This design comes from an exercise in tuning for small area and a short achievable clock period on the open sky130 flow, not from production work. Where RTL was checked, it was by simulation tests only, not by an equivalence proof against the original. Only the layout flow was run in runs 4 to 6; the RTL was not checked for function there. Power is estimated from default activity; no workload was simulated.

==> flow/design.v, too long to show whole: its modules and the start of the top module <==
// module barrel_shifter: 61 lines
// module alu_core: 71 lines
// module booth_step: 1016 lines
// module alu_block: 94 lines
// module mul_iter: 80 lines
// module apb_exec_regs: 166 lines
// module exec_top: 112 lines
module exec_top (
    input  logic                clk,
    input  logic                reset,
    input  logic                psel,
    input  logic                penable,
    input  logic                pwrite,
    input  exec_pkg::apb_addr_t paddr,
    input  exec_pkg::word_t     pwdata,
    output exec_pkg::word_t     prdata,
    output logic                pready,
    output logic                pslverr
);
  // ...
==> flow/run.sh <==
#!/bin/bash
# synth_recipe.tcl (not shown) runs the flow's synth.tcl, then flattens the netlist and writes it again
# the make line also repeats each setting of config.mk as NAME=value (left out here)
make -C /OpenROAD-flow-scripts/flow DESIGN_CONFIG=/design/flow/config.mk WORK_HOME=/design/flow/orfs CLKGATE_MAP_FILE= SYNTH_SCRIPT=/design/flow/synth_recipe.tcl finish
==> flow/config.mk <==
export PLATFORM = sky130hd
export DESIGN_NAME = exec_top
export DESIGN_NICKNAME = exec_top
export VERILOG_FILES = /design/flow/design.v
export SDC_FILE = /design/flow/constraint.sdc
export NUM_CORES = 4
export LEC_CHECK = 0
export ABC_AREA = 1
export CAP_MARGIN = 20
export CORE_MARGIN = 2
export CORE_UTILIZATION = 30
export PLACE_DENSITY = 0.5
export SLEW_MARGIN = 20
==> flow/constraint.sdc <==
create_clock -name core_clock -period 10.0 [get_ports {clk}]
set_input_delay 2.0000 -clock core_clock [delete_from_list [all_inputs] [get_ports {clk}]]
set_output_delay 2.0000 -clock core_clock [all_outputs]
set_load 0.01 [all_outputs]
==> out/metrics.csv, run 1 <==
metric,value,unit
fp.coreArea,146100,um^2
clkPwrFrac,55.6,%
setup_viol,0,
period_minus_slack,5.078,ns
arrival,5.64,ns
grt_pass1_wl,314.4,mm
outcome,timing/DRC/antenna clean,
cp.required,10.56,ns
met1_length,96.62,mm
slew_violations,0,
final_util,33.42,%
r2r_slack,5.08,ns
fp-row-count,140,
htreeDepth,3,
cpMostUsedCell,inv_2,
synthesis.area,44230,um^2
path_cells,"clkdlybuf4s50_1, inv_1, nand2_1, nor2_2, inv_2, nor2_8, inv_2, nor2_8, inv_2, nor2_4, inv_2, nand2_4, inv_4, o21ai_1, ha_1, inv_1, nor2_1",
yosysTopAreaCellShare,21.45,%
clock_path_buffers,3,
synth.distinct_cells,63,
p_seq,1.96,mW
highest_layer,met5,
multi_input_area_share,59.29,%
hpwl,168.7,mm
die-area,150500,um^2
path_clk_slew,0.06,ns
io_buffers,77,
==> run 2, diff against run 1 <==
--- a/flow/config.mk
+++ b/flow/config.mk
@@ -7,3 +7,2 @@
 export LEC_CHECK = 0
-export ABC_AREA = 1
 export CAP_MARGIN = 20
@@ -12,2 +11,3 @@
 export PLACE_DENSITY = 0.5
+export SETUP_SLACK_MARGIN = 5
 export SLEW_MARGIN = 20
==> run 2 against run 1 <==
Utilization fell by 0.11 points. Register-to-register slack improved by 0.05 ns. Final area rose by 0.52%. Fmax rose by 4.3%. Largest power group unchanged. Worst setup slack improved by 0.21 ns. Total power fell by 1.5%. Count of clock-buffer cells in the layout did not move.
==> out/metrics.csv, run 2 <==
metric,value,unit,change
drt_iter0_drc,6266,,was 6408
cellPowerDensity,93.77,nW/um^2,was 95.67 nW/um^2
start_kind,register,,was input port
worst_pin_slew,1.300,ns,was 1.175 ns
synth_async_sr_flop_share,0,%,unchanged
maxSlewHeadroom,12.79,%,was 21.33%
place_congestion,0.9658,,was 0.9630
outcome,timing/DRC/antenna clean,,unchanged
ys_warn_count,5,,unchanged
synth-seq-area-share,22.33,%,was 22.41%
cts-resized-gates,0,,unchanged
die-area,151000,um^2,was 150500 um^2
io_pins,79,,unchanged
clk_latency,0.67,ns,was 0.70 ns
cts_tree,yes,,unchanged
slowest_delay,0.71,ns,was 0.78 ns
hold_path.class,reg -> reg,,unchanged
hold_viol_final,0,,unchanged
path_clk_slew,0.06,ns,about the same
avgViaCountPerCell,5.917,,was 5.576
ys_top_cells_by_area,"dfxtp_1 (21%), fa_1 (17%), nand2_1 (6.2%)",,"was dfxtp_1 (21%), fa_1 (17%), nand2_1 (9.5%)"
grt_pass1_wl,311.2,mm,was 314.4 mm
synthesis.area,44370,um^2,was 44230 um^2
max_freq,205.3,MHz,was 196.9 MHz
slowest_stage,a221oi_1,,was nor2_4
grt_start_max_net_pins,85,,was 97
arrival,5.44,ns,was 5.64 ns
fp-row-count,141,,was 140
htreeDepth,3,,unchanged
grt.total_usage,28.56,%,was 28.85%
yosysTopAreaCellShare,21.39,%,was 21.45%
mostFrequentLayoutCell,nand2_1,,unchanged
rsz0062_at_grt,no,,unchanged
path_cells,"inv_1, ha_1, buf_4, nand2b_1, a221oi_1, a211oi_1, a2111oi_0, nand4_1, nor3_2, nand4_1, o31ai_2",,"was clkdlybuf4s50_1, inv_1, nand2_1, nor2_2, inv_2, nor2_8, inv_2, nor2_8, inv_2, nor2_4, inv_2, nand2_4, inv_4, o21ai_1, ha_1, inv_1, nor2_1"
synthTopCellsByCount,"nand2_1 (732), inv_1 (492), dfxtp_1 (474)",,"was nand2_1 (1114), inv_1 (947), o21ai_0 (545)"
clock_path_buffers,3,,unchanged
cpMostUsedCell,nand4_1,,was inv_2
hpwl,159.8,mm,was 168.7 mm
synth.distinct_cells,104,,was 63
cp.required,10.57,ns,was 10.56 ns
period_minus_slack,4.871,ns,was 5.078 ns
synth_area_leader_cell,dfxtp_1,,unchanged
antenna_left,0,,unchanged
synthToLayoutAreaGrowth,10.59,%,was 10.38%
io_buffers,77,,unchanged
vias,42110,,was 44417
antenna_found_initial,9,,was 17
synth-edff-count,14,,unchanged
layout_common_cells,"nand2_1 (732), inv_1 (492), a21oi_1 (468), dfxtp_1 (453), fa_1 (376)",,"was nand2_1 (1114), inv_1 (938), o21ai_0 (544), dfxtp_1 (469), o22ai_1 (421)"
setup_viol,0,,unchanged
die_x,388.6,um,was 388.0 um
synth-seq-cells,488,,unchanged
grt_pass1_vias,39934,,was 41502
endpoint_kind,register,,unchanged
die_y,388.6,um,was 388.0 um
cts_root_buf,clkbuf_16,,unchanged
worst-setup-path-type,reg -> reg,,was in -> reg
firstDrtPassIters,8,,was 6
wl_per_cell,31.08,um,was 27.94 um
synthCells,5325,,was 6164
yosysMostFrequentCell,nand2_1,,unchanged
syn-num-nets,5877,,was 6716
fp.coreArea,147300,um^2,was 146100 um^2
fin_hold_ws,0.4640,ns,was 0.4661 ns
nets,5680,,was 6547
postCtsSetupBuffers,0,,unchanged
drive_gt1_share,7.796,%,was 4.993%
cts.sinks,488,,unchanged
wirelength,221.2,mm,was 222.5 mm
synth.avg_cell_area,8.333,um^2,was 7.175 um^2
p_leak,18.88,nW,was 20.41 nW
start_util,30.12,%,was 30.27%
grt_overflow_total,0,,unchanged
fin_crit_sh,48.71,%,was 50.78%
cts_buffers,66,,was 67
synth_flop_cell,dfxtp_1,,unchanged
fin_cells,7117,,was 7966
post-route-drc-count,0,,unchanged
postCtsHoldBufs,0,,unchanged
top_regs,"mul_i.st_c x64, mul_i.st_s x64",,unchanged
ir_drop,0.09266,mV,was 0.1232 mV
fin_worst_skew,0.05242,ns,was 0.03805 ns
cp_max_fo,46,,was 40
place_inst,6990,,was 7842
max_cap_violations,0,,unchanged
fin_setup_tns,0,ns,unchanged
slew_violations,0,,unchanged
[run 2: cell types whose count changed after synthesis, sizes merged, moves of 221 or more]
cell,before,now
inv,964,494
xnor2,8,229
o21ai,606,206
a22oi,2,330
o22ai,421,30
nand2,1119,732
nand3,324,46
[run 2: final cells by class]
type	count	area, um^2
Fill cell	15311	98240
Inverter	496	1862
Antenna cell	5	12.51
Timing Repair Buffer	217	1828
Clock buffer	89	1848
Tap cell	1930	2415
Sequential cell	488	9946
Clock inverter	33	402.9
Multi-Input combinational cell	3859	30760
[run 2: worst max-delay path: cells and delay by family, from the launching register on]
family | cells | cell delay [ns]
adder cells (fa/ha/maj) | 1 | 0.29
flip-flops | 1 | 0.43
buffers and inverters | 2 | 0.60
AO/OA/AOI/OAI | 4 | 1.86
AND/OR/NAND/NOR | 4 | 1.56
[run 2: worst paths after layout]
check        slack, ns               end  depth (start not counted)      startpoint
min               0.46    regs_i.cmd[13]                          2  regs_i.cmd[13]
max               5.13  regs_i.prdata[2]                         11   regs_i.cmd[5]
max reg2reg       5.13  regs_i.prdata[2]                         11   regs_i.cmd[5]
min reg2reg       0.46    regs_i.cmd[13]                          2  regs_i.cmd[13]
[run 2: per-stage QoR]
stage	setup slack, ns	utilization (%)	total power, mW	area (um^2)
floorplan	5.614	-	2.036	44370
global placement	4.493	31.75	2.105	46770
detailed placement	4.490	31.75	2.105	46780
CTS	5.089	33.28	4.610	49030
global route	5.028	33.30	4.684	49060
finish	5.129	33.31	4.601	49070
[run 2: cell families (layout without fill, tap and decap cells)]
| family | count (synthesis) | count (layout) | synth area share [%] |
|---|---|---|---|
| AO/OA/AOI/OAI | 1583 | 1583 | 23.92 |
| AND/OR/NAND/NOR | 1225 | 1225 | 11.83 |
| buffers and inverters | 978 | 835 | 8.541 |
| adder cells (fa/ha/maj) | 507 | 507 | 20.66 |
| flip-flops | 488 | 488 | 22.33 |
| XOR/XNOR | 317 | 317 | 6.257 |
| multiplexers | 226 | 226 | 6.460 |
| other | 1 | 6 | 0.008451 |
[run 2: routing by layer]
layer	part of all wire [%]	vias to the layer above	track usage [%]	wire length [um]
met3	12	484	7.039	26410
met4	6.1	4	15.57	13510
met1	40	20788	38.73	89140
met2	42	2819	41.44	92100
li1	-	18015	-	-
met5	0.010	-	0	23
[run 2: report_power, final]
group / total (mW) / internal [mW] / switching, mW
registers: 1.95 / 1.95 / 0.00157
logic: 0.114 / 0.0299 / 0.0840
clock network: 2.53 / 1.47 / 1.06
total: 4.60 / 3.45 / 1.15
==> run 3, diff against run 2 <==
--- a/flow/config.mk
+++ b/flow/config.mk
@@ -11,3 +11,2 @@
 export PLACE_DENSITY = 0.5
-export SETUP_SLACK_MARGIN = 5
 export SLEW_MARGIN = 20
==> run 3 against run 2 <==
Register-to-register slack worse by 0.02 ns. Final area about the same. Worst setup slack worse by 0.11 ns. Non-clock buffer count unchanged. Total power about the same. Die area unchanged. Count of clock-buffer cells in the layout unchanged. Worst hold slack better by 0.00087 ns. Critical path type is now in -> reg. Largest power group unchanged.
==> out/metrics.csv, run 3 <==
metric,value,unit,change
outcome,timing/DRC/antenna clean,,unchanged
wl_per_cell,31.04,um,was 31.08 um
max_freq,200.7,MHz,was 205.3 MHz
slowest_delay,0.51,ns,was 0.71 ns
synthToLayoutAreaGrowth,10.57,%,was 10.59%
fillers,15310,,was 15311
arrival,5.56,ns,was 5.44 ns
grt.total_usage,28.56,%,unchanged
multiInputGateArea,30750,um^2,was 30760 um^2
path_clk_slew,0.06,ns,about the same
p_leak,18.88,nW,about the same
drt_iter0_drc,6165,,was 6266
synthMuxAreaShare,6.460,%,unchanged
io_pins,79,,unchanged
cts-resized-gates,0,,unchanged
synth-seq-area-share,22.33,%,unchanged
clock_path_buffers,3,,unchanged
synth.distinct_cells,104,,unchanged
antenna_found_initial,9,,unchanged
ys_warn_count,5,,unchanged
hold_viol_final,0,,unchanged
cpLargestDelayFamily,buffers and inverters,,was compound AO/OA/AOI/OAI gates
endpoint_kind,register,,unchanged
postCtsSetupBuffers,0,,unchanged
place_ws,4.490,ns,unchanged
place_congestion,0.9658,,unchanged
slowest_stage,buf_4,,was a221oi_1
synthesis.area,44370,um^2,unchanged
start_util,30.12,%,unchanged
path_cells,"clkdlybuf4s50_1, nor4_2, and3_1, buf_4, and2_2, buf_4, mux2i_1, o21a_1, inv_1, or3_1, a21oi_1",,"was inv_1, ha_1, buf_4, nand2b_1, a221oi_1, a211oi_1, a2111oi_0, nand4_1, nor3_2, nand4_1, o31ai_2"
maxSlewHeadroom,13.23,%,was 12.79%
clk_latency,0.67,ns,about the same
synthCells,5325,,unchanged
yosysMostFrequentCell,nand2_1,,unchanged
hold_path.class,reg -> reg,,unchanged
cp.required,10.58,ns,was 10.57 ns
synth-edff-count,14,,unchanged
drive_gt1_share,7.777,%,was 7.796%
post-route-drc-count,0,,unchanged
firstDrtPassIters,8,,unchanged
synth_xor_area_share,6.257,%,unchanged
cts_buffers,66,,unchanged
worst-setup-path-type,in -> reg,,was reg -> reg
die_y,388.6,um,unchanged
vias,42132,,was 42110
path_buf_inv,4,,was 2
synth_area_leader_cell,dfxtp_1,,unchanged
slew_violations,0,,unchanged
synth_top_family_by_area,compound AO/OA/AOI/OAI gates,,unchanged
seqCellArea,9946,um^2,unchanged
fin_worst_skew,0.05027,ns,was 0.05242 ns
setup_viol,0,,unchanged
cts_root_buf,clkbuf_16,,unchanged
power,4.598,mW,was 4.601 mW
rsz0062_at_grt,no,,unchanged
setup_ws,5.017,ns,was 5.129 ns
synth.avg_cell_area,8.333,um^2,unchanged
wirelength,220.9,mm,was 221.2 mm
fin_setup_tns,0,ns,unchanged
fp-row-count,141,,unchanged
cts.sinks,488,,unchanged
grt_pass1_vias,39934,,unchanged
ir_drop,0.09371,mV,was 0.09266 mV
synth-seq-cells,488,,unchanged
synthTopCellsByCount,"nand2_1 (732), inv_1 (492), dfxtp_1 (474)",,unchanged
final_util,33.30,%,was 33.31%
synth_async_sr_flop_share,0,%,unchanged
avgViaCountPerCell,5.920,,was 5.917
fp.coreArea,147300,um^2,unchanged
nets,5680,,unchanged
cp_max_fo,48,,was 46
synth-adder-area-share,20.66,%,unchanged
htreeDepth,3,,unchanged
grt_start_max_net_pins,85,,unchanged
period_minus_slack,4.983,ns,was 4.871 ns
cpMostUsedCell,buf_4,,was nand4_1
die_x,388.6,um,unchanged
postCtsHoldBufs,0,,unchanged
ys_top_cells_by_area,"dfxtp_1 (21%), fa_1 (17%), nand2_1 (6.2%)",,unchanged
io_buffers,77,,unchanged
syn-num-nets,5877,,unchanged
cellPowerDensity,93.73,nW/um^2,was 93.77 nW/um^2
grt_overflow_total,0,,unchanged
max_cap_violations,0,,unchanged
worst_pin_slew,1.294,ns,was 1.300 ns
top_regs,"mul_i.st_c x64, mul_i.st_s x64",,unchanged
cts_tree,yes,,unchanged
hpwl,159.8,mm,unchanged
die-area,151000,um^2,unchanged
synth_compound_area_share,23.92,%,unchanged
synthSimpleGateAreaFrac,11.83,%,unchanged
layout_common_cells,"nand2_1 (732), inv_1 (492), a21oi_1 (469), dfxtp_1 (453), fa_1 (376)",,"was nand2_1 (732), inv_1 (492), a21oi_1 (468), dfxtp_1 (453), fa_1 (376)"
synth_flop_cell,dfxtp_1,,unchanged
antenna_left,0,,unchanged
yosysTopAreaCellShare,21.39,%,unchanged
fin_crit_sh,49.83,%,was 48.71%
start_kind,input port,,was register
grt_pass1_wl,311.2,mm,unchanged
mostFrequentLayoutCell,nand2_1,,unchanged
## run 3: layout make-up
class                           count  share of cell area (%)
Multi-Input combinational cell   3859                   62.69
Tap cell                         1930                   4.922
Inverter                          496                   3.795
Timing Repair Buffer              217                   3.711
Clock inverter                     33                  0.8212
Antenna cell                        5                 0.02550
Sequential cell                   488                   20.27
Clock buffer                       89                   3.767
## run 3: kinds of logic (layout without fill, tap and decap cells)
group | count (synthesis) | after routing
compound gates | 1583 | 1583
xor+xnor | 317 | 317
simple gates | 1225 | 1225
fa+ha+maj | 507 | 507
buf+inv | 978 | 835
mux | 226 | 226
other cells | 1 | 6
flops | 488 | 488
## run 3: final timing paths
kind | start | endpoint | slack (ns) | depth (start not counted)
worst max-delay path | paddr[5] | mul_i.two[3] | 5.02 | 11
worst min-delay path | regs_i.cmd[13] | regs_i.cmd[13] | 0.46 | 2
worst max register to register | regs_i.cmd[1] | regs_i.op_cin | 5.11 | 17
worst min register to register | regs_i.cmd[13] | regs_i.cmd[13] | 0.46 | 2
## run 3: per-stage QoR
step	area [um^2]	hold WS, ns	instances
CTS	49030	0.4603	7112
detailed placement	46780	0.4524	6990
global route	49050	0.4829	7112
global placement	46770	0.4463	6990
floorplan	44370	0.4332	5325
finish	49060	0.4649	7117
## run 3: per-layer routing
layer	wire length (um)	vias up	GRT usage (%)	part of all wire, %
li1	-	18020	-	-
met1	88870	20810	38.73	40
met2	91890	2784	41.44	42
met3	26160	514	7.039	12
met4	13960	4	15.57	6.3
met5	23	-	0	0.010
## run 3: worst register-to-register path: cells and delay by family, from the launching register on
| kind | cells | cell delay (ns) |
|---|---|---|
| AOI/OAI and AO/OA | 10 | 2.50 |
| adders and majority gates | 2 | 0.92 |
| and+or+nand+nor | 3 | 0.53 |
| buffers and inverters | 2 | 0.42 |
| DFF | 1 | 0.39 |
## run 3: power by group
group	switching, mW	internal, mW
registers	0.00157	1.95
logic	0.0842	0.0299
clock network	1.06	1.47
total	1.15	3.45
==> module alu_core, before the edit <==
module alu_core (
    input  logic [31:0] x,         
    input  logic [31:0] y,         
    input  logic        cin,
    input  logic [31:0] lo,        
    input  logic        shc,       
    input  logic [21:0] cmd,
    input  logic [31:0] a,
    input  logic [3:0]  flags_in,  
    output logic [31:0] res1,
    output logic [31:0] res2,
    output logic [3:0]  flags_out
);
    logic [2:0]  alu_op;
    logic [1:0]  res_sel;
    logic        mul_en;
    logic [2:0]  mul_op;
    logic        set_flags;
    logic [32:0] sum;
    logic [31:0] alu_res;
    logic        arith;
    assign alu_op    = cmd[9:7];
    assign res_sel   = cmd[6:5];
    assign mul_en    = cmd[4];
    assign mul_op    = cmd[3:1];
    assign set_flags = cmd[0];
    assign sum = {1'b0, x} + {1'b0, y} + {32'd0, cin};
    always_comb begin
        unique case (alu_op)
            3'd3:    alu_res = x & y;
            3'd4:    alu_res = x | y;
            3'd5:    alu_res = x ^ y;
            default: alu_res = sum[31:0];
        endcase
    end
    always_comb begin
        if (mul_en) begin
            res2 = lo;
            if (mul_op == 3'd0 || mul_op == 3'd1) begin
                res1 = lo;
            end else if (mul_op == 3'd6 || mul_op == 3'd7) begin
                res1 = 32'd0;
            end else begin
                res1 = sum[31:0];
            end
        end else begin
            res2 = alu_res;
            unique case (res_sel)
                2'd1:    res1 = y;
                2'd2:    res1 = a;
                default: res1 = alu_res;
            endcase
        end
    end
    assign arith = alu_op == 3'd0 || alu_op == 3'd1 || alu_op == 3'd2;
    always_comb begin
        flags_out = flags_in;
        if (set_flags) begin
            flags_out[3] = res1[31];
            flags_out[2] = res1 == 32'd0;
            if (!mul_en) begin
                if (res_sel == 2'd0 && arith) begin
                    flags_out[1] = sum[32];
                    flags_out[0] = (x[31] == y[31]) && (sum[31] != x[31]);
                end else begin
                    flags_out[1] = shc;
                end
            end
        end
    end
endmodule
==> module alu_block, before the edit <==
module alu_block (
    input  logic [31:0] a,
    input  logic [31:0] b,
    input  logic [31:0] s,
    input  logic [31:0] d,
    input  logic [31:0] imm,
    input  logic [21:0] cmd,
    input  logic        c_flag,
    input  logic [63:0] st_s,      
    input  logic [63:0] st_c,
    input  logic [4:0]  sh_rr,
    input  logic [4:0]  sh_n5,
    input  logic        sh_pt,
    input  logic        sh_rrx,
    input  logic        sh_big,
    input  logic        sh_gt32,
    output logic [31:0] f1_x,      
    output logic [31:0] f1_y,      
    output logic [31:0] f1_lo,     
    output logic        f1_cin,    
    output logic        f1_shc     
);
    logic [1:0]  kind;
    logic        use_imm;
    logic        swap;
    logic        invert;
    logic [2:0]  alu_op;
    logic        mul_en;
    logic [2:0]  mul_op;
    logic [31:0] shifted;
    logic [31:0] bop;
    logic [31:0] x;
    logic [31:0] y0;
    logic [31:0] y;
    logic        alu_cin;
    assign kind    = cmd[21:20];
    assign use_imm = cmd[12];
    assign swap    = cmd[11];
    assign invert  = cmd[10];
    assign alu_op  = cmd[9:7];
    assign mul_en  = cmd[4];
    assign mul_op  = cmd[3:1];
    barrel_shifter shifter_i (
        .value     (b),
        .rr        (sh_rr),
        .n5        (sh_n5),
        .kind      (kind),
        .pt        (sh_pt),
        .rrx       (sh_rrx),
        .big       (sh_big),
        .gt32      (sh_gt32),
        .carry_in  (c_flag),
        .shifted   (shifted),
        .carry_out (f1_shc)
    );
    assign bop     = use_imm ? imm : shifted;
    assign x       = swap ? bop : a;
    assign y0      = swap ? a : bop;
    assign y       = invert ? ~y0 : y0;
    assign alu_cin = (alu_op == 3'd1) || (alu_op == 3'd2 && c_flag);
    logic        is_signed;
    logic [63:0] acc;
    logic [31:0] corr;
    logic [31:0] l_s, l_m;
    logic [32:0] lo_sum;
    logic [31:0] h_a, h_b, h_c;
    logic [31:0] h1_s, h1_m;
    logic [31:0] h1_cr;
    logic [31:0] h2_s, h2_m;
    assign is_signed = mul_op == 3'd3 || mul_op == 3'd5;
    always_comb begin
        unique case (mul_op)
            3'd1:       acc = {32'd0, a};
            3'd4, 3'd5: acc = {d, a};
            default:    acc = 64'd0;
        endcase
    end
    assign corr = is_signed ? ~(b[31] ? s : 32'd0) : (s[31] ? b : 32'd0);
    assign l_s    = st_s[31:0] ^ st_c[31:0] ^ acc[31:0];
    assign l_m    = (st_s[31:0] & st_c[31:0]) | (st_s[31:0] & acc[31:0]) | (st_c[31:0] & acc[31:0]);
    assign lo_sum = {1'b0, l_s} + {1'b0, l_m[30:0], 1'b0};
    assign h_a   = st_s[63:32];
    assign h_b   = st_c[63:32];
    assign h_c   = acc[63:32];
    assign h1_s  = h_a ^ h_b ^ h_c;
    assign h1_m  = (h_a & h_b) | (h_a & h_c) | (h_b & h_c);
    assign h1_cr = {h1_m[30:0], l_m[31]};
    assign h2_s  = h1_s ^ h1_cr ^ corr;
    assign h2_m  = (h1_s & h1_cr) | (h1_s & corr) | (h1_cr & corr);
    assign f1_lo  = lo_sum[31:0];
    assign f1_x   = mul_en ? h2_s : x;
    assign f1_y   = mul_en ? {h2_m[30:0], is_signed} : y;
    assign f1_cin = mul_en ? lo_sum[32] : alu_cin;
endmodule
==> module mul_iter, before the edit <==
module mul_iter (
    input  logic        clk,
    input  logic        reset,
    input  logic        restart,    
    input  logic [31:0] s_next,     
    input  logic [31:0] s,
    input  logic [31:0] b,
    output logic [63:0] st_s,
    output logic [63:0] st_c
);
    logic        p0, p1, ph;
    logic [7:0]  one, two, neg;
    logic [7:0]  one_n, two_n, neg_n;
    logic [63:0] in_s, in_c;
    logic [63:0] out_s, out_c;
    logic [16:0] grp;
    always_comb begin
        if (restart) begin
            grp = s_next[31:15];
        end else begin
            grp = {s[15:0], 1'b0};
        end
        for (int k = 0; k < 8; k++) begin
            logic b2, b1, b0;
            b2 = grp[2 * k + 2];
            b1 = grp[2 * k + 1];
            b0 = grp[2 * k];
            one_n[k] = b1 ^ b0;
            two_n[k] = (b2 & ~b1 & ~b0) | (~b2 & b1 & b0);
            neg_n[k] = b2 & ~(b1 & b0);
        end
        if (!restart && !p0) begin
            one_n = '0;
            two_n = '0;
            neg_n = '0;
        end
    end
    always_ff @(posedge clk) begin
        if (reset) begin
            p0  <= 1'b0;
            p1  <= 1'b0;
            ph  <= 1'b0;
            one <= '0;
            two <= '0;
            neg <= '0;
        end else begin
            p0  <= restart;
            p1  <= !restart && p0;
            ph  <= !restart && (p1 || ph);
            one <= one_n;
            two <= two_n;
            neg <= neg_n;
        end
    end
    always_comb begin
        for (int j = 0; j < 64; j++) begin
            in_s[j] = (p0 && exec_pkg::BOOTH_C[j]) || (ph && st_s[j]);
            in_c[j] = ph && st_c[j];
            if (j >= 16) begin
                in_s[j] = in_s[j] || (p1 && st_s[j - 16]);
                in_c[j] = in_c[j] || (p1 && st_c[j - 16]);
            end
        end
    end
    booth_step step_i (
        .b     (b),
        .one   (one),
        .two   (two),
        .neg   (neg),
        .act   (p0 || p1),
        .in_s  (in_s),
        .in_c  (in_c),
        .out_s (out_s),
        .out_c (out_c)
    );
    always_ff @(posedge clk) begin
        st_s <= out_s;
        st_c <= out_c;
    end
endmodule
==> module apb_exec_regs, before the edit <==
module apb_exec_regs (
    input  logic        clk,
    input  logic        reset,
    input  logic        psel,
    input  logic        penable,
    input  logic        pwrite,
    input  logic [7:0]  paddr,
    input  logic [31:0] pwdata,
    input  logic [31:0] f2_res1,
    input  logic [31:0] f2_res2,
    input  logic [3:0]  f2_flags,
    input  logic [31:0] f1_x,
    input  logic [31:0] f1_y,
    input  logic [31:0] f1_lo,
    input  logic        f1_cin,
    input  logic        f1_shc,
    output logic [31:0] prdata,
    output logic        pready,
    output logic        pslverr,
    output logic [31:0] a,
    output logic [31:0] b,
    output logic [31:0] s,
    output logic [31:0] d,
    output logic [31:0] imm,
    output logic [21:0] cmd,
    output logic [3:0]  flags,
    output logic [31:0] res1,      
    output logic [31:0] res2,      
    output logic [31:0] op_y,
    output logic        op_cin,
    output logic        op_shc,
    output logic        restart,
    output logic [31:0] s_next,
    output logic [4:0]  sh_rr,
    output logic [4:0]  sh_n5,
    output logic        sh_pt,
    output logic        sh_rrx,
    output logic        sh_big,
    output logic        sh_gt32
);
    logic        setup;
    logic        wr;
    logic        hit_a, hit_b, hit_s, hit_d, hit_imm, hit_cmd, hit_res1, hit_res2, hit_flags;
    logic        mapped;
    logic        start1, start2;
    logic [31:0] res1_nx, res2_nx;
    logic [3:0]  flags_nx;
    logic [31:0] rd;
    assign hit_a     = paddr == exec_pkg::REG_OP_A;
    assign hit_b     = paddr == exec_pkg::REG_OP_B;
    assign hit_s     = paddr == exec_pkg::REG_OP_S;
    assign hit_d     = paddr == exec_pkg::REG_OP_D;
    assign hit_imm   = paddr == exec_pkg::REG_IMM;
    assign hit_cmd   = paddr == exec_pkg::REG_CMD;
    assign hit_res1  = paddr == exec_pkg::REG_RES1;
    assign hit_res2  = paddr == exec_pkg::REG_RES2;
    assign hit_flags = paddr == exec_pkg::REG_FLAGS;
    assign mapped    = hit_a || hit_b || hit_s || hit_d || hit_imm || hit_cmd || hit_res1 || hit_res2 || hit_flags;
    assign setup   = psel && !penable;
    assign wr      = setup && pwrite;
    assign restart = wr && (hit_b || hit_s);
    assign s_next  = (wr && hit_s) ? pwdata : s;
    assign pready  = 1'b1;
    logic [1:0] w_kind;
    logic [4:0] w_amt;
    logic       w_by_reg;
    logic [8:0] w_n;
    logic       w_rrx;
    logic       w_pt;
    logic [4:0] w_rr;
    assign w_kind   = pwdata[21:20];
    assign w_amt    = pwdata[19:15];
    assign w_by_reg = pwdata[14];
    always_comb begin
        if (w_by_reg) begin
            w_n = {1'b0, s[7:0]};
        end else if (w_amt == 5'd0 && (w_kind == 2'd1 || w_kind == 2'd2)) begin
            w_n = 9'd32;
        end else begin
            w_n = {4'd0, w_amt};
        end
    end
    assign w_rrx = !w_by_reg && w_kind == 2'd3 && w_amt == 5'd0;
    assign w_pt  = pwdata[13] || (w_n == 9'd0 && !w_rrx);
    always_comb begin
        if (w_pt) begin
            w_rr = 5'd0;
        end else if (w_rrx) begin
            w_rr = 5'd1;
        end else if (w_kind == 2'd0) begin
            w_rr = 5'd0 - w_n[4:0];
        end else begin
            w_rr = w_n[4:0];
        end
    end
    always_ff @(posedge clk) begin
        if (wr && hit_cmd) begin
            sh_rr   <= w_rr;
            sh_n5   <= w_n[4:0];
            sh_pt   <= w_pt;
            sh_rrx  <= w_rrx && !pwdata[13];
            sh_big  <= w_n >= 9'd32;
            sh_gt32 <= w_n > 9'd32;
        end
    end
    assign res1_nx  = start2 ? f2_res1 : res1;
    assign res2_nx  = start2 ? f2_res2 : res2;
    assign flags_nx = (start2 && cmd[0]) ? f2_flags : flags;
    always_ff @(posedge clk) begin
        if (reset) begin
            a      <= '0;
            b      <= '0;
            s      <= '0;
            d      <= '0;
            imm    <= '0;
            cmd    <= '0;
            flags  <= '0;
            res1   <= '0;
            res2   <= '0;
            start1 <= 1'b0;
            start2 <= 1'b0;
        end else begin
            start1 <= wr && hit_cmd;
            start2 <= start1;
            if (wr && hit_a)   a   <= pwdata;
            if (wr && hit_b)   b   <= pwdata;
            if (wr && hit_s)   s   <= pwdata;
            if (wr && hit_d)   d   <= pwdata;
            if (wr && hit_imm) imm <= pwdata;
            if (wr && hit_cmd) cmd <= pwdata[21:0];
            if (wr && hit_flags) begin
                flags <= pwdata[3:0];
            end else begin
                flags <= flags_nx;
            end
            if (start1) begin
                res1 <= f1_x;
                res2 <= f1_lo;
            end else begin
                res1 <= res1_nx;
                res2 <= res2_nx;
            end
        end
    end
    always_ff @(posedge clk) begin
        op_y   <= f1_y;
        op_cin <= f1_cin;
        op_shc <= f1_shc;
    end
    always_comb begin
        rd = '0;
        if (hit_a)     rd = a;
        if (hit_b)     rd = b;
        if (hit_s)     rd = s;
        if (hit_d)     rd = d;
        if (hit_imm)   rd = imm;
        if (hit_cmd)   rd = {10'd0, cmd};
        if (hit_res1)  rd = res1_nx;
        if (hit_res2)  rd = res2_nx;
        if (hit_flags) rd = {28'd0, flags_nx};
    end
    always_ff @(posedge clk) begin
        prdata  <= rd;
        pslverr <= !mapped || (pwrite && (hit_res1 || hit_res2));
    end
endmodule
==> module exec_top, before the edit <==
module exec_top (
    input  logic                clk,
    input  logic                reset,
    input  logic                psel,
    input  logic                penable,
    input  logic                pwrite,
    input  exec_pkg::apb_addr_t paddr,
    input  exec_pkg::word_t     pwdata,
    output exec_pkg::word_t     prdata,
    output logic                pready,
    output logic                pslverr
);
    logic [31:0] a, b, s, d, imm;
    logic [21:0] cmd;
    logic [3:0]  flags;
    logic [31:0] res1, res2, op_y;
    logic        op_cin, op_shc;
    logic        restart;
    logic [31:0] s_next;
    logic [4:0]  sh_rr, sh_n5;
    logic        sh_pt, sh_rrx, sh_big, sh_gt32;
    logic [63:0] st_s, st_c;
    logic [31:0] f1_x, f1_y, f1_lo;
    logic        f1_cin, f1_shc;
    logic [31:0] f2_res1, f2_res2;
    logic [3:0]  f2_flags;
    apb_exec_regs regs_i (
        .clk      (clk),
        .reset    (reset),
        .psel     (psel),
        .penable  (penable),
        .pwrite   (pwrite),
        .paddr    (paddr),
        .pwdata   (pwdata),
        .f2_res1  (f2_res1),
        .f2_res2  (f2_res2),
        .f2_flags (f2_flags),
        .f1_x     (f1_x),
        .f1_y     (f1_y),
        .f1_lo    (f1_lo),
        .f1_cin   (f1_cin),
        .f1_shc   (f1_shc),
        .prdata   (prdata),
        .pready   (pready),
        .pslverr  (pslverr),
        .a        (a),
        .b        (b),
        .s        (s),
        .d        (d),
        .imm      (imm),
        .cmd      (cmd),
        .flags    (flags),
        .res1     (res1),
        .res2     (res2),
        .op_y     (op_y),
        .op_cin   (op_cin),
        .op_shc   (op_shc),
        .restart  (restart),
        .s_next   (s_next),
        .sh_rr    (sh_rr),
        .sh_n5    (sh_n5),
        .sh_pt    (sh_pt),
        .sh_rrx   (sh_rrx),
        .sh_big   (sh_big),
        .sh_gt32  (sh_gt32)
    );
    mul_iter mul_i (
        .clk     (clk),
        .reset   (reset),
        .restart (restart),
        .s_next  (s_next),
        .s       (s),
        .b       (b),
        .st_s    (st_s),
        .st_c    (st_c)
    );
    alu_block f1_i (
        .a       (a),
        .b       (b),
        .s       (s),
        .d       (d),
        .imm     (imm),
        .cmd     (cmd),
        .c_flag  (flags[1]),
        .st_s    (st_s),
        .st_c    (st_c),
        .sh_rr   (sh_rr),
        .sh_n5   (sh_n5),
        .sh_pt   (sh_pt),
        .sh_rrx  (sh_rrx),
        .sh_big  (sh_big),
        .sh_gt32 (sh_gt32),
        .f1_x    (f1_x),
        .f1_y    (f1_y),
        .f1_lo   (f1_lo),
        .f1_cin  (f1_cin),
        .f1_shc  (f1_shc)
    );
    alu_core f2_i (
        .x         (res1),
        .y         (op_y),
        .cin       (op_cin),
        .lo        (res2),
        .shc       (op_shc),
        .cmd       (cmd),
        .a         (a),
        .flags_in  (flags),
        .res1      (f2_res1),
        .res2      (f2_res2),
        .flags_out (f2_flags)
    );
endmodule
==> run 4, diff against run 3 <==
--- a/flow/design.v
+++ b/flow/design.v
@@ -130,2 +130,33 @@
     assign arith = alu_op == 3'd0 || alu_op == 3'd1 || alu_op == 3'd2;
+    logic [31:0] p;
+    logic [31:0] k;
+    logic        z_sum;
+    logic        z_res1;
+    assign p     = x ^ y;
+    assign k     = {x[30:0] | y[30:0], cin};
+    assign z_sum = (p ^ k) == 32'd0;
+    always_comb begin
+        if (mul_en) begin
+            if (mul_op == 3'd0 || mul_op == 3'd1) begin
+                z_res1 = lo == 32'd0;
+            end else if (mul_op == 3'd6 || mul_op == 3'd7) begin
+                z_res1 = 1'b1;
+            end else begin
+                z_res1 = z_sum;
+            end
+        end else begin
+            unique case (res_sel)
+                2'd1:    z_res1 = y == 32'd0;
+                2'd2:    z_res1 = a == 32'd0;
+                default: begin
+                    unique case (alu_op)
+                        3'd3:    z_res1 = (x & y) == 32'd0;
+                        3'd4:    z_res1 = (x | y) == 32'd0;
+                        3'd5:    z_res1 = p == 32'd0;
+                        default: z_res1 = z_sum;
+                    endcase
+                end
+            endcase
+        end
+    end
     always_comb begin
@@ -134,3 +165,3 @@
             flags_out[3] = res1[31];
-            flags_out[2] = res1 == 32'd0;
+            flags_out[2] = z_res1;
             if (!mul_en) begin
@@ -1178,2 +1209,5 @@
     input  logic        sh_gt32,
+    input  logic        m_signed,  
+    input  logic        m_acc_lo,
+    input  logic        m_acc_hi,
     output logic [31:0] f1_x,      
@@ -1190,3 +1224,2 @@
     logic        mul_en;
-    logic [2:0]  mul_op;
     logic [31:0] shifted;
@@ -1203,3 +1236,2 @@
     assign mul_en  = cmd[4];
-    assign mul_op  = cmd[3:1];
     barrel_shifter shifter_i (
@@ -1231,10 +1263,4 @@
     logic [31:0] h2_s, h2_m;
-    assign is_signed = mul_op == 3'd3 || mul_op == 3'd5;
-    always_comb begin
-        unique case (mul_op)
-            3'd1:       acc = {32'd0, a};
-            3'd4, 3'd5: acc = {d, a};
-            default:    acc = 64'd0;
-        endcase
-    end
+    assign is_signed = m_signed;
+    assign acc       = {d & {32{m_acc_hi}}, a & {32{m_acc_lo}}};
     assign corr = is_signed ? ~(b[31] ? s : 32'd0) : (s[31] ? b : 32'd0);
@@ -1259,4 +1285,5 @@
     input  logic        reset,
-    input  logic        restart,    
-    input  logic [31:0] s_next,     
+    input  logic        wr_s,       
+    input  logic        wr_b,       
+    input  logic [31:0] pw_s,       
     input  logic [31:0] s,
@@ -1271,24 +1298,29 @@
     logic [63:0] out_s, out_c;
-    logic [16:0] grp;
-    always_comb begin
-        if (restart) begin
-            grp = s_next[31:15];
-        end else begin
-            grp = {s[15:0], 1'b0};
-        end
+    logic        restart;
+    function automatic logic [23:0] booth_enc(input logic [16:0] g);
+        logic [7:0] o, t, n;
         for (int k = 0; k < 8; k++) begin
-            logic b2, b1, b0;
-            b2 = grp[2 * k + 2];
-            b1 = grp[2 * k + 1];
-            b0 = grp[2 * k];
-            one_n[k] = b1 ^ b0;
-            two_n[k] = (b2 & ~b1 & ~b0) | (~b2 & b1 & b0);
-            neg_n[k] = b2 & ~(b1 & b0);
+            o[k] = g[2 * k + 1] ^ g[2 * k];
+            t[k] = (g[2 * k + 2] & ~g[2 * k + 1] & ~g[2 * k]) | (~g[2 * k + 2] & g[2 * k + 1] & g[2 * k]);
+            n[k] = g[2 * k + 2] & ~(g[2 * k + 1] & g[2 * k]);
         end
-        if (!restart && !p0) begin
-            one_n = '0;
-            two_n = '0;
-            neg_n = '0;
+        booth_enc = {o, t, n};
+    endfunction
+    logic [23:0] enc_w, enc_hi, enc_lo, enc_n;
+    assign enc_w  = booth_enc(pw_s[31:15]);
+    assign enc_hi = booth_enc(s[31:15]);
+    assign enc_lo = booth_enc({s[15:0], 1'b0});
+    always_comb begin
+        if (wr_s) begin
+            enc_n = enc_w;
+        end else if (wr_b) begin
+            enc_n = enc_hi;
+        end else if (p0) begin
+            enc_n = enc_lo;
+        end else begin
+            enc_n = '0;
         end
     end
+    assign {one_n, two_n, neg_n} = enc_n;
+    assign restart = wr_s || wr_b;
     always_ff @(posedge clk) begin
@@ -1367,4 +1399,7 @@
     output logic        op_shc,
-    output logic        restart,
-    output logic [31:0] s_next,
+    output logic        wr_s,
+    output logic        wr_b,
+    output logic        m_signed,
+    output logic        m_acc_lo,
+    output logic        m_acc_hi,
     output logic [4:0]  sh_rr,
@@ -1396,4 +1431,4 @@
     assign wr      = setup && pwrite;
-    assign restart = wr && (hit_b || hit_s);
-    assign s_next  = (wr && hit_s) ? pwdata : s;
+    assign wr_s    = wr && hit_s;
+    assign wr_b    = wr && hit_b;
     assign pready  = 1'b1;
@@ -1439,2 +1474,5 @@
             sh_gt32 <= w_n > 9'd32;
+            m_signed <= pwdata[3:1] == 3'd3 || pwdata[3:1] == 3'd5;
+            m_acc_lo <= pwdata[3:1] == 3'd1 || pwdata[3:1] == 3'd4 || pwdata[3:1] == 3'd5;
+            m_acc_hi <= pwdata[3:1] == 3'd4 || pwdata[3:1] == 3'd5;
         end
@@ -1519,4 +1557,4 @@
     logic        op_cin, op_shc;
-    logic        restart;
-    logic [31:0] s_next;
+    logic        wr_s, wr_b;
+    logic        m_signed, m_acc_lo, m_acc_hi;
     logic [4:0]  sh_rr, sh_n5;
@@ -1559,4 +1597,7 @@
         .op_shc   (op_shc),
-        .restart  (restart),
-        .s_next   (s_next),
+        .wr_s     (wr_s),
+        .wr_b     (wr_b),
+        .m_signed (m_signed),
+        .m_acc_lo (m_acc_lo),
+        .m_acc_hi (m_acc_hi),
         .sh_rr    (sh_rr),
@@ -1571,4 +1612,5 @@
         .reset   (reset),
-        .restart (restart),
-        .s_next  (s_next),
+        .wr_s    (wr_s),
+        .wr_b    (wr_b),
+        .pw_s    (pwdata),
         .s       (s),
@@ -1594,2 +1636,5 @@
         .sh_gt32 (sh_gt32),
+        .m_signed (m_signed),
+        .m_acc_lo (m_acc_lo),
+        .m_acc_hi (m_acc_hi),
         .f1_x    (f1_x),
==> flow/flow/run.sh (new file) <==
#!/bin/bash
set -o pipefail
export SETUP_SLACK_MARGIN=6.5
bash standard.sh > standard.log 2>&1
==> flow/standard.sh (new file) <==
#!/bin/bash
# synth_recipe.tcl (not shown) runs the flow's synth.tcl, then flattens the netlist and writes it again
# the make line also repeats each setting of config.mk as NAME=value (left out here)
make -C /OpenROAD-flow-scripts/flow DESIGN_CONFIG=/design/flow/config.mk WORK_HOME=/design/flow/orfs CLKGATE_MAP_FILE= SYNTH_SCRIPT=/design/flow/synth_recipe.tcl "${@:-finish}"
removed: flow/run.sh
==> run 4 against run 3 <==
Die area increased by 2.6%. Combinational power increased by 41%. Non-clock buffer count increased by 190. Utilization increased by 3.6 points. Register-to-register slack improved by 1.1 ns. Sequential power about the same. Total power decreased by 3.3%. First-iteration DRC count increased by 5.6%. Worst hold slack improved by 0.0045 ns. Clock power decreased by 8.3%.
==> out/metrics.csv, run 4 <==
metric,value,unit,change
fin_cells,7539,,was 7117
fp-row-count,142,,was 141
period_minus_slack,3.807,ns,was 4.983 ns
setup_ws,6.193,ns,was 5.017 ns
hold_path.class,reg -> reg,,unchanged
worst-setup-path-type,reg -> reg,,was in -> reg
layout_common_cells,"nand2_1 (687), inv_1 (460), a21oi_1 (424), dfxtp_1 (366), fa_1 (355)",,"was nand2_1 (732), inv_1 (492), a21oi_1 (469), dfxtp_1 (453), fa_1 (376)"
ir_drop,0.1800,mV,was 0.09371 mV
synth-seq-cells,491,,was 488
grt_overflow_total,0,,unchanged
cp.required,10.55,ns,was 10.58 ns
cp_max_fo,7,,was 48
yosysMostFrequentCell,nand2_1,,unchanged
power,4.445,mW,was 4.598 mW
firstDrtPassIters,6,,was 8
maxSlewHeadroom,26.40,%,was 13.23%
synthToLayoutAreaGrowth,21.88,%,was 10.57%
grt_pass1_wl,340.3,mm,was 311.2 mm
synth_async_sr_flop_share,0,%,unchanged
drive_gt1_share,17.78,%,was 7.777%
grt_start_max_net_pins,180,,was 85
synthMuxAreaShare,5.677,%,was 6.460%
synth.avg_cell_area,8.276,um^2,was 8.333 um^2
endpoint_kind,register,,unchanged
synth.distinct_cells,85,,was 104
synth_compound_area_share,23.58,%,was 23.92%
synth-seq-area-share,21.96,%,was 22.33%
grt_pass1_vias,42484,,was 39934
cts_buffers,60,,was 66
antenna_found_initial,19,,was 9
cpLargestDelayFamily,compound AO/OA/AOI/OAI gates,,was buffers and inverters
clk_latency,0.75,ns,was 0.67 ns
cts_tree,yes,,unchanged
fin_area,55500,um^2,was 49060 um^2
start_util,30.29,%,was 30.12%
wirelength,254.6,mm,was 220.9 mm
io_pins,79,,unchanged
postCtsHoldBufs,0,,unchanged
setup_viol,0,,unchanged
arrival,4.35,ns,was 5.56 ns
fin_worst_skew,0.1310,ns,was 0.05027 ns
synth_top_family_by_area,compound AO/OA/AOI/OAI gates,,unchanged
place_congestion,0.9923,,was 0.9658
fin_setup_tns,0,ns,unchanged
synthesis.area,45530,um^2,was 44370 um^2
nets,6035,,was 5680
synth_area_leader_cell,dfxtp_1,,unchanged
fp.coreArea,150300,um^2,was 147300 um^2
cellPowerDensity,80.09,nW/um^2,was 93.73 nW/um^2
cts.sinks,491,,was 488
hold_path_startpoint,regs_i.cmd[17],,was regs_i.cmd[13]
avgViaCountPerCell,6.091,,was 5.920
synth_flop_cell,dfxtp_1,,unchanged
min_path_cells,2,,unchanged
fin_hold_ws,0.4694,ns,was 0.4649 ns
regToRegStartpoint,regs_i.m_acc_lo,,was regs_i.cmd[1]
die-area,154900,um^2,was 151000 um^2
top_regs,"mul_i.st_c x64, mul_i.st_s x64",,unchanged
cts_root_buf,clkbuf_16,,unchanged
synthTopCellsByCount,"nand2_1 (708), inv_1 (477), dfxtp_1 (474)",,"was nand2_1 (732), inv_1 (492), dfxtp_1 (474)"
io_buffers,77,,unchanged
grt.total_usage,30.53,%,was 28.56%
hpwl,168.4,mm,was 159.8 mm
wl_per_cell,33.78,um,was 31.04 um
path_cells,"buf_6, buf_12, buf_4, nand2_4, fa_1, inv_1, ha_4, a21o_1, a221oi_2, o21ai_2, a311o_1, nand2_2, o21ai_2, o31a_1, buf_4, xnor2_2, a211oi_1",,"was clkdlybuf4s50_1, nor4_2, and3_1, buf_4, and2_2, buf_4, mux2i_1, o21a_1, inv_1, or3_1, a21oi_1"
drt_iter0_drc,6508,,was 6165
clock_path_buffers,3,,unchanged
worst_pin_slew,1.102,ns,was 1.294 ns
synth_xor_area_share,6.751,%,was 6.257%
ys_warn_count,4,,was 5
start_kind,register,,was input port
outcome,timing/DRC/antenna clean,,unchanged
syn-num-nets,6073,,was 5877
place_inst,7224,,was 6990
fillers,15359,,was 15310
mostFrequentLayoutCell,nand2_1,,unchanged
slowest_delay,0.56,ns,was 0.51 ns
p_leak,21.29,nW,was 18.88 nW
rsz0062_at_grt,yes,,was no
path_clk_slew,0.07,ns,was 0.06 ns
synthCells,5502,,was 5325
synth-adder-area-share,20.65,%,was 20.66%
fin_crit_sh,38.07,%,was 49.83%
max_freq,262.7,MHz,was 200.7 MHz
place_area,48200,um^2,was 46780 um^2
htreeDepth,2,,was 3
path_buf_inv,5,,was 4
slowest_stage,fa_1,,was buf_4
slew_violations,0,,unchanged
r2r-end,regs_i.res2[30],,was regs_i.op_cin
die_x,393.6,um,was 388.6 um
max_cap_violations,0,,unchanged
synth-edff-count,17,,was 14
final_util,36.92,%,was 33.30%
die_y,393.6,um,was 388.6 um
ys_top_cells_by_area,"dfxtp_1 (21%), fa_1 (17%), nand2_1 (5.8%)",,"was dfxtp_1 (21%), fa_1 (17%), nand2_1 (6.2%)"
yosysTopAreaCellShare,20.84,%,was 21.39%
r2r_slack,6.19,ns,was 5.11 ns
post-route-drc-count,0,,unchanged
synthSimpleGateAreaFrac,12.98,%,was 11.83%
holdPathEnd,regs_i.cmd[17],,was regs_i.cmd[13]
place_ws,4.710,ns,was 4.490 ns
reg2reg_depth,17,,unchanged
hold_viol_final,0,,unchanged
antenna_left,0,,unchanged
vias,45917,,was 42132
## run 4: cell count changes after synthesis, sizes merged, moves of 17 or more
cell | before | now
nand2 | 732 | 708
clkbuf | 376 | 424
mux2i | 145 | 97
nor4 | 5 | 48
a22oi | 330 | 308
a211oi | 95 | 132
nor2 | 222 | 281
a31oi | 53 | 70
nand3b | 3 | 24
a222oi | 33 | 9
a221oi | 23 | 70
xor2 | 88 | 124
ha | 131 | 150
buf | 106 | 87
## run 4: what timing repair did
item	4_1_cts	5_1_grt
pin swaps	80	91
cloned	14	17
buffers inserted	82	80
endpoints found under the setup margin	438	236
gates resized for setup	508	282
## run 4: worst max-delay path by stage
stage | start | slack [ns] | cells after the start | to
2_1_floorplan | pwdata[18] | 6.28 | 13 | regs_i.sh_rr[2]
3_3_place_gp | paddr[4] | 4.72 | 7 | regs_i.prdata[17]
3_5_place_dp | paddr[5] | 4.71 | 8 | regs_i.sh_rr[0]
4_1_cts | regs_i.m_acc_lo | 6.23 | 17 | regs_i.op_cin
5_1_grt | regs_i.m_acc_lo | 6.12 | 17 | regs_i.res2[29]
6_report | regs_i.m_acc_lo | 6.19 | 17 | regs_i.res2[30]
## run 4: final cells by class
class | instances | area (um^2) | area share (%)
Inverter | 481 | 1839 | 3.314
Multi-Input combinational cell | 4023 | 33800 | 60.91
Clock inverter | 23 | 264.0 | 0.4757
Sequential cell | 491 | 10240 | 18.46
Timing Repair Buffer | 407 | 5035 | 9.072
Tap cell | 2016 | 2522 | 4.545
Clock buffer | 87 | 1763 | 3.177
Antenna cell | 11 | 27.53 | 0.04960
## run 4: worst min-delay path: stages (launching register included)
cell	delay, ns
dfxtp_1	0.31
nand2_1	0.05
a21oi_1	0.05
## run 4: report_power, final
group / total [mW] / switching [mW] / internal (mW) / leakage (nW)
Combinational: 0.161 / 0.115 / 0.0464 / 16.3
Clock: 2.32 / 1.02 / 1.30 / 1.00
Sequential: 1.96 / 0.00315 / 1.96 / 4.02
## run 4: kinds of logic after synthesis
family | Yosys count
buffers and inverters | 992
muxes | 181
other | 1
and+or+nand+nor | 1345
DFF | 491
adders and majority gates | 526
xor gates and xnor gates | 351
AOI/OAI and AO/OA | 1615
## run 4: routing by layer
| layer | share of wire (%) | up-vias | GRT usage, % |
|---|---|---|---|
| li1 | - | 19079 | - |
| met1 | 38 | 22670 | 40.25 |
| met2 | 41 | 3357 | 43.65 |
| met3 | 13 | 793 | 8.503 |
| met4 | 8.3 | 18 | 19.51 |
| met5 | 0.062 | - | 0 |
==> run 5, diff against run 4 <==
==> flow/flow/run.sh (replaced) <==
#!/bin/bash
set -o pipefail
export SETUP_SLACK_MARGIN=6.5
export BUFFER_PORTS_ARGS="-buffer_cell sky130_fd_sc_hd__buf_4"
bash standard.sh > standard.log 2>&1
==> run 5 against run 4 <==
Routed wire length fell by 1.4%. Utilization decreased by 0.73 points. Area after synthesis unchanged. Clock power is about 10% higher. Clock skew is 0.047 ns lower. Critical path depth grew 1. Count of clock-buffer cells in the layout shrank 7. Die area unchanged. Synthesized cell count is the same. Total power rose by 5.1%. Combinational power shrank 6%. Critical path type unchanged. Largest cell class unchanged. Largest power group unchanged.
==> out/metrics.csv, run 5 <==
metric,value,unit,change
outcome,timing/DRC/antenna clean,,unchanged
synth_flop_cell,dfxtp_1,,unchanged
worst-setup-path-type,reg -> reg,,unchanged
power,4.669,mW,was 4.445 mW
top_regs,"mul_i.st_c x64, mul_i.st_s x64",,unchanged
period_minus_slack,3.766,ns,was 3.807 ns
arrival,4.44,ns,was 4.35 ns
post-route-drc-count,0,,unchanged
layout_common_cells,"nand2_1 (688), inv_1 (457), a21oi_1 (424), dfxtp_1 (395), fa_1 (346)",,"was nand2_1 (687), inv_1 (460), a21oi_1 (424), dfxtp_1 (366), fa_1 (355)"
final_util,36.19,%,was 36.92%
hold_path_startpoint,regs_i.imm[12],,was regs_i.cmd[17]
vias,45180,,was 45917
cp.required,10.67,ns,was 10.55 ns
place_ws,4.934,ns,was 4.710 ns
fin_setup_tns,0,ns,unchanged
place_congestion,0.9882,,was 0.9923
nets,5964,,was 6035
fin_crit_sh,37.66,%,was 38.07%
fillers,15543,,was 15359
cellPowerDensity,85.83,nW/um^2,was 80.09 nW/um^2
fin_cells,7468,,was 7539
place_inst,7197,,was 7224
synthToLayoutAreaGrowth,19.48,%,was 21.88%
antenna_found_initial,15,,was 19
die_x,393.6,um,unchanged
max_cap_violations,0,,unchanged
cts.sinks,491,,unchanged
ys_warn_count,4,,unchanged
synth_area_leader_cell,dfxtp_1,,unchanged
hold_path.class,reg -> reg,,unchanged
start_util,30.29,%,unchanged
clkPwrFrac,54.8,%,was 52.3%
hold_viol_final,0,,unchanged
cp_max_fo,8,,was 7
start_kind,register,,unchanged
die_y,393.6,um,unchanged
p_comb_share,3.3,%,was 3.6%
path_clk_slew,0.07,ns,about the same
mostFrequentLayoutCell,nand2_1,,unchanged
avgViaCountPerCell,6.050,,was 6.091
synthTopCellsByCount,"nand2_1 (708), inv_1 (477), dfxtp_1 (474)",,unchanged
fp.coreArea,150300,um^2,unchanged
synth_async_sr_flop_share,0,%,unchanged
synthesis.area,45530,um^2,unchanged
io_pins,79,,unchanged
cts_tree,yes,,unchanged
yosysMostFrequentCell,nand2_1,,unchanged
ir_drop,0.1506,mV,was 0.1800 mV
internal_power,3.501,mW,was 3.304 mW
r2r_slack,6.23,ns,was 6.19 ns
htreeDepth,2,,unchanged
synth-edff-count,17,,unchanged
firstDrtPassIters,8,,was 6
fin_worst_skew,0.08441,ns,was 0.1310 ns
p_leak,20.65,nW,was 21.29 nW
holdPathEnd,regs_i.imm[12],,was regs_i.cmd[17]
wirelength,251.1,mm,was 254.6 mm
fp-row-count,142,,unchanged
switching_share,25.02,%,was 25.66%
wl_per_cell,33.63,um,was 33.78 um
endpoint_kind,register,,unchanged
maxSlewHeadroom,19.74,%,was 26.40%
setup_ws,6.234,ns,was 6.193 ns
postCtsHoldBufs,0,,unchanged
grt_start_max_net_pins,133,,was 180
io_buffers,77,,unchanged
drive_gt1_share,17.10,%,was 17.78%
reg2reg_depth,18,,was 17
regToRegStartpoint,regs_i.m_acc_lo,,unchanged
grt_overflow_total,0,,unchanged
fin_hold_ws,0.4750,ns,was 0.4694 ns
drt_iter0_drc,6669,,was 6508
max_freq,265.5,MHz,was 262.7 MHz
r2r-end,regs_i.res2[30],,unchanged
grt_pass1_wl,340.3,mm,about the same
cts_root_buf,clkbuf_16,,unchanged
fin_area,54400,um^2,was 55500 um^2
pwr-share-seq,42.0,%,was 44.1%
yosysTopAreaCellShare,20.84,%,unchanged
place_area,47840,um^2,was 48200 um^2
grt_pass1_vias,42026,,was 42484
clock_path_buffers,3,,unchanged
die-area,154900,um^2,unchanged
ys_top_cells_by_area,"dfxtp_1 (21%), fa_1 (17%), nand2_1 (5.8%)",,unchanged
rsz0062_at_grt,yes,,unchanged
syn-num-nets,6073,,unchanged
cts_buffers,61,,was 60
antenna_left,0,,unchanged
clk_latency,0.76,ns,was 0.75 ns
synth.distinct_cells,85,,unchanged
worst_pin_slew,1.201,ns,was 1.102 ns
synthCells,5502,,unchanged
synth-seq-cells,491,,unchanged
p_sw,1.168,mW,was 1.141 mW
synth-seq-area-share,21.96,%,unchanged
hpwl,168.7,mm,was 168.4 mm
min_path_cells,2,,unchanged
grt.total_usage,30.62,%,was 30.53%
setup_viol,0,,unchanged
synth.avg_cell_area,8.276,um^2,unchanged
slew_violations,0,,unchanged
[run 5: power groups by stage]
stage	clock network (mW)	registers [mW]	logic, mW
2_1_floorplan	0	2.01	0.0662
3_3_place_gp	0	2.01	0.139
3_5_place_dp	0	2.01	0.139
4_1_cts	2.58	1.96	0.143
5_1_grt	2.65	1.96	0.154
6_report	2.56	1.96	0.152
[run 5: worst max-delay path: stages (launching register included)]
cell      delay (ns)
edfxtp_1        0.37
buf_12          0.16
buf_16          0.20
buf_4           0.15
nand2_4         0.08
fa_1            0.45
inv_2           0.09
ha_4            0.23
a21o_1          0.20
a221oi_2        0.27
o21ai_2         0.11
a311o_1         0.33
nand2_2         0.10
o21ai_2         0.07
o31a_1          0.29
buf_4           0.16
buf_6           0.12
xnor2_4         0.12
a211oi_2        0.18
[run 5: worst max path at each step]
stage | start | endpoint | cells past startpoint
after detailed placement | paddr[5] | regs_i.sh_rr[1] | 8
after global placement | paddr[2] | regs_i.prdata[17] | 6
after CTS | regs_i.m_acc_lo | regs_i.op_cin | 15
after floorplan | pwdata[18] | regs_i.sh_rr[2] | 13
final | regs_i.m_acc_lo | regs_i.res2[30] | 18
after global routing | regs_i.m_acc_lo | regs_i.res2[30] | 18
[run 5: cell families (layout without fill, tap and decap cells)]
| logic type | Yosys count | after routing | synth area share [%] |
|---|---|---|---|
| AND/OR/NAND/NOR | 1345 | 1346 | 12.98 |
| buffers and inverters | 992 | 934 | 8.381 |
| flip-flops | 491 | 491 | 21.96 |
| multiplexers | 181 | 181 | 5.677 |
| AO/OA/AOI/OAI | 1615 | 1615 | 23.58 |
| adder cells (fa/ha/maj) | 526 | 526 | 20.65 |
| XOR/XNOR | 351 | 351 | 6.751 |
| other | 1 | 8 | 0.008236 |
[run 5: per-layer routing]
layer | share of wire (%) | vias to the layer above | track usage [%]
met4 | 7.8 | 12 | 17.39
met5 | 0.061 | - | 0.2155
li1 | - | 18911 | -
met1 | 39 | 22380 | 41.16
met2 | 41 | 3219 | 44.06
met3 | 12 | 658 | 8.176
[run 5: cell type report]
type	count	area, um^2	area share (%)
clock buffer	80	1760	3.236
antenna	7	17.52	0.03220
inverter	481	1849	3.399
multi-input combinational	4020	33490	61.56
clock inverter	35	534.3	0.9821
tap	2016	2522	4.637
sequential	491	10200	18.75
timing repair buffer	338	4028	7.403
[run 5: what timing repair did]
item,CTS,global route
cloned,7,10
pin swaps,54,62
setup buffers,60,72
endpoints found under the setup margin,303,176
resized for setup,320,260
==> run 6, diff against run 5 <==
--- a/flow/design.v
+++ b/flow/design.v
@@ -1264,7 +1264,10 @@
     assign is_signed = m_signed;
-    assign acc       = {d & {32{m_acc_hi}}, a & {32{m_acc_lo}}};
+    assign acc       = {d & {32{m_acc_hi}}, 32'd0};
     assign corr = is_signed ? ~(b[31] ? s : 32'd0) : (s[31] ? b : 32'd0);
-    assign l_s    = st_s[31:0] ^ st_c[31:0] ^ acc[31:0];
-    assign l_m    = (st_s[31:0] & st_c[31:0]) | (st_s[31:0] & acc[31:0]) | (st_c[31:0] & acc[31:0]);
-    assign lo_sum = {1'b0, l_s} + {1'b0, l_m[30:0], 1'b0};
+    logic [32:0] lo_sum_a, lo_sum_n;
+    assign l_s      = st_s[31:0] ^ st_c[31:0] ^ a;
+    assign l_m      = (st_s[31:0] & st_c[31:0]) | (st_s[31:0] & a) | (st_c[31:0] & a);
+    assign lo_sum_a = {1'b0, l_s} + {1'b0, l_m[30:0], 1'b0};
+    assign lo_sum_n = {1'b0, st_s[31:0]} + {1'b0, st_c[31:0]};
+    assign lo_sum   = m_acc_lo ? lo_sum_a : lo_sum_n;
     assign h_a   = st_s[63:32];
@@ -1274,3 +1277,3 @@
     assign h1_m  = (h_a & h_b) | (h_a & h_c) | (h_b & h_c);
-    assign h1_cr = {h1_m[30:0], l_m[31]};
+    assign h1_cr = {h1_m[30:0], l_m[31] && m_acc_lo};
     assign h2_s  = h1_s ^ h1_cr ^ corr;
==> run 6 against run 5 <==
Still clean. Clock power fell by 8.2%. Sequential share of layout area fell by 0.35 points. Worst setup slack got worse by 0.18 ns. Worst hold slack got worse by 0.017 ns. Via count rose by 3.7%. Critical endpoint is now regs_i.res2[29].
==> out/metrics.csv, run 6 <==
metric,value,unit,change
antenna_found_initial,6,,was 15
post-route-drc-count,0,,unchanged
synth.avg_cell_area,8.241,um^2,was 8.276 um^2
synthesis.area,47060,um^2,was 45530 um^2
worst_pin_slew,1.127,ns,was 1.201 ns
ys_top_cells_by_area,"dfxtp_1 (20%), fa_1 (16%), nand2_1 (6.0%)",,"was dfxtp_1 (21%), fa_1 (17%), nand2_1 (5.8%)"
die_x,400.1,um,was 393.6 um
fp.coreArea,156000,um^2,was 150300 um^2
place_ws,4.840,ns,was 4.934 ns
synthToLayoutAreaGrowth,18.25,%,was 19.48%
die_y,400.1,um,was 393.6 um
fin_hold_ws,0.4578,ns,was 0.4750 ns
grt.total_usage,29.88,%,was 30.62%
synth_flop_cell,dfxtp_1,,unchanged
hold_path_startpoint,regs_i.cmd[1],,was regs_i.imm[12]
place_congestion,1.000,,was 0.9882
cp.required,10.49,ns,was 10.67 ns
nets,6207,,was 5964
switching_share,25.91,%,was 25.02%
cts_buffers,60,,was 61
io_buffers,77,,unchanged
vias,46840,,was 45180
internal_power,3.309,mW,was 3.501 mW
grt_pass1_vias,43254,,was 42026
synth_area_leader_cell,dfxtp_1,,unchanged
cts_root_buf,clkbuf_16,,unchanged
place_inst,7451,,was 7197
p_leak,21.30,nW,was 20.65 nW
start_util,30.16,%,was 30.29%
fillers,16059,,was 15543
regToRegStartpoint,regs_i.a[1],,was regs_i.m_acc_lo
synth-seq-area-share,21.25,%,was 21.96%
drt_iter0_drc,6753,,was 6669
cellPowerDensity,80.27,nW/um^2,was 85.83 nW/um^2
synthTopCellsByCount,"nand2_1 (749), a21oi_1 (504), dfxtp_1 (474)",,"was nand2_1 (708), inv_1 (477), dfxtp_1 (474)"
synth-edff-count,17,,unchanged
io_pins,79,,unchanged
worst-setup-path-type,reg -> reg,,unchanged
ir_drop,0.1228,mV,was 0.1506 mV
layout_common_cells,"nand2_1 (741), a21oi_1 (477), inv_1 (390), dfxtp_1 (363), fa_1 (361)",,"was nand2_1 (688), inv_1 (457), a21oi_1 (424), dfxtp_1 (395), fa_1 (346)"
yosysTopAreaCellShare,20.16,%,was 20.84%
cp_max_fo,2,,was 8
avgViaCountPerCell,6.074,,was 6.050
endpoint_kind,register,,unchanged
r2r-end,regs_i.res2[29],,was regs_i.res2[30]
rsz0062_at_grt,yes,,unchanged
cts_tree,yes,,unchanged
htreeDepth,2,,unchanged
clk_latency,0.74,ns,was 0.76 ns
path_clk_slew,0.07,ns,about the same
mostFrequentLayoutCell,nand2_1,,unchanged
final_util,35.67,%,was 36.19%
grt_pass1_wl,342.0,mm,was 340.3 mm
holdPathEnd,regs_i.cmd[1],,was regs_i.imm[12]
r2r_slack,6.05,ns,was 6.23 ns
fin_crit_sh,39.47,%,was 37.66%
clkPwrFrac,52.7,%,was 54.8%
outcome,timing/DRC/antenna clean,,unchanged
fp-row-count,145,,was 142
slew_violations,0,,unchanged
synth_async_sr_flop_share,0,%,unchanged
fin_worst_skew,0.09261,ns,was 0.08441 ns
grt_overflow_total,0,,unchanged
p_comb_share,3.4,%,was 3.3%
synth.distinct_cells,79,,was 85
p_sw,1.157,mW,was 1.168 mW
hold_path.class,reg -> reg,,unchanged
max_freq,253.4,MHz,was 265.5 MHz
synthCells,5710,,was 5502
wl_per_cell,32.68,um,was 33.63 um
grt_start_max_net_pins,132,,was 133
drive_gt1_share,16.61,%,was 17.10%
clock_path_buffers,3,,unchanged
die-area,160000,um^2,was 154900 um^2
syn-num-nets,6314,,was 6073
max_cap_violations,0,,unchanged
firstDrtPassIters,10,,was 8
setup_ws,6.053,ns,was 6.234 ns
ys_warn_count,4,,unchanged
arrival,4.44,ns,about the same
start_kind,register,,unchanged
period_minus_slack,3.947,ns,was 3.766 ns
fin_cells,7712,,was 7468
maxSlewHeadroom,24.59,%,was 19.74%
reg2reg_depth,15,,was 18
top_regs,"mul_i.st_c x64, mul_i.st_s x64",,unchanged
cts.sinks,491,,unchanged
fin_setup_tns,0,ns,unchanged
pwr-share-seq,43.9,%,was 42.0%
hpwl,172.9,mm,was 168.7 mm
wirelength,252.0,mm,was 251.1 mm
hold_viol_final,0,,unchanged
antenna_left,0,,unchanged
min_path_cells,2,,unchanged
setup_viol,0,,unchanged
yosysMostFrequentCell,nand2_1,,unchanged
synth-seq-cells,491,,unchanged
run 6: cell types whose count changed after synthesis, moves of 13 or more:
cell,change
a211oi_1,-26
a21oi_1,+43
a221oi_1,-17
a222oi_1,+14
buf_1,+23
ha_1,+32
inv_1,-74
nand2_1,+41
o211ai_1,+15
o21ai_0,+28
o21ai_1,+13
run 6: kinds of logic after synthesis:
group           after synthesis  synth area share, %
compound gates             1744                24.59
xor+xnor                    375                6.979
fa+ha+maj                   559                20.88
buf+inv                     935                7.588
flops                       491                21.25
mux                         186                5.458
other cells                   1             0.007969
simple gates               1419                13.25
run 6: what timing repair did:
action / CTS / global route
hold buffers: 0 / 0
endpoints found under the setup margin: 386 / 176
pin swaps: 47 / 88
buffers inserted: 52 / 79
gates resized for setup: 324 / 297
cloned: 4 / 12
run 6: final cells by class:
type	instances	area [um^2]	area share, %
timing repair buffer	355	4006	7.200
tap	2058	2575	4.627
antenna	2	5.005	0.008994
sequential	491	10240	18.40
clock inverter	29	350.3	0.6296
inverter	408	1577	2.833
clock buffer	82	1685	3.029
multi-input combinational	4287	35210	63.27
run 6: power groups by stage:
stage	combinational (mW)	clock, mW	sequential [mW]
floorplan	0.0645	0	2.01
CTS	0.142	2.36	1.96
global route	0.154	2.44	1.96
global placement	0.137	0	2.01
detailed placement	0.137	0	2.01
finish	0.152	2.35	1.96
run 6: worst max-delay path: stages, from the launching register on:
cell and delay, ns:
dfxtp_2 0.33, buf_12 0.15, fa_1 0.49, ha_2 0.19, inv_2 0.04, fa_2 0.36, nand2b_4 0.15, a21o_1 0.18
a211o_1 0.32, a2111oi_4 0.35, o211ai_1 0.18, a21o_1 0.23, a31oi_4 0.17, nand2_2 0.10, a221oi_4 0.34, a211oi_2 0.13
run 6: worst max-delay path by stage:
stage,start,end,slack (ns),cells past startpoint
finish,regs_i.a[1],regs_i.res2[29],6.05,15
global placement,paddr[2],mul_i.one[7],4.85,7
CTS,regs_i.a[1],regs_i.res2[29],5.92,15
floorplan,pwdata[15],regs_i.sh_rr[2],6.27,13
global route,regs_i.a[1],regs_i.res2[29],5.97,15
detailed placement,paddr[2],mul_i.one[7],4.84,7
run 6: routing by layer:
layer / share of wire (%) / global-route usage, % / vias to the layer above
met1: 40 / 40.41 / 23048
li1: - / - / 19849
met3: 11 / 6.737 / 680
met5: 0.0095 / 0.09080 / -
met4: 7.8 / 16.66 / 4
met2: 41 / 43.77 / 3259
run 6: stage by stage:
| step | total power, mW | instance area [um^2] |
|---|---|---|
| final | 4.467 | 55650 |
| after global routing | 4.552 | 55640 |
| after CTS | 4.466 | 53480 |
| after detailed placement | 2.151 | 49440 |
| after global placement | 2.151 | 49430 |
| after floorplan | 2.078 | 47420 |

[re-timing with driven ports]
No port has a modelled driver above. Below, the same layouts with a new extraction and two added sets of constraints. Step 1 assumes that a clkbuf_16 drives the clock port and a buf_2 every other input. Step 2 also shifts input and output timing later by t, the mid clock arrival at the registers, as if the neighbouring blocks saw the same clock. Three values: no drivers, after step 1, after step 2; two values: the first two.
run	t, ns	setup WS [ns]	worst setup path at the end	worst data-port slew with drivers (ns)	cell pins on the clock port's net
run 1	0.762	4.922 / 4.979 / 4.217	input to register	0.04	1
run 2	0.734	5.129 / 5.129 / 4.476	input to register	0.05	1
run 3	0.730	5.017 / 5.073 / 4.343	input to register	0.05	1
run 4	0.762	6.193 / 6.193 / 5.764	input to register	0.09	1
run 5	0.788	6.234 / 6.234 / 5.765	input to register	0.06	1
run 6	0.776	6.053 / 6.053 / 5.359	input to register	0.11	1
After both steps setup and hold are still met in every run listed. For run 1, which loses most, drivers alone change the setup slack by +0.057 ns; drivers and shift together by -0.705 ns.
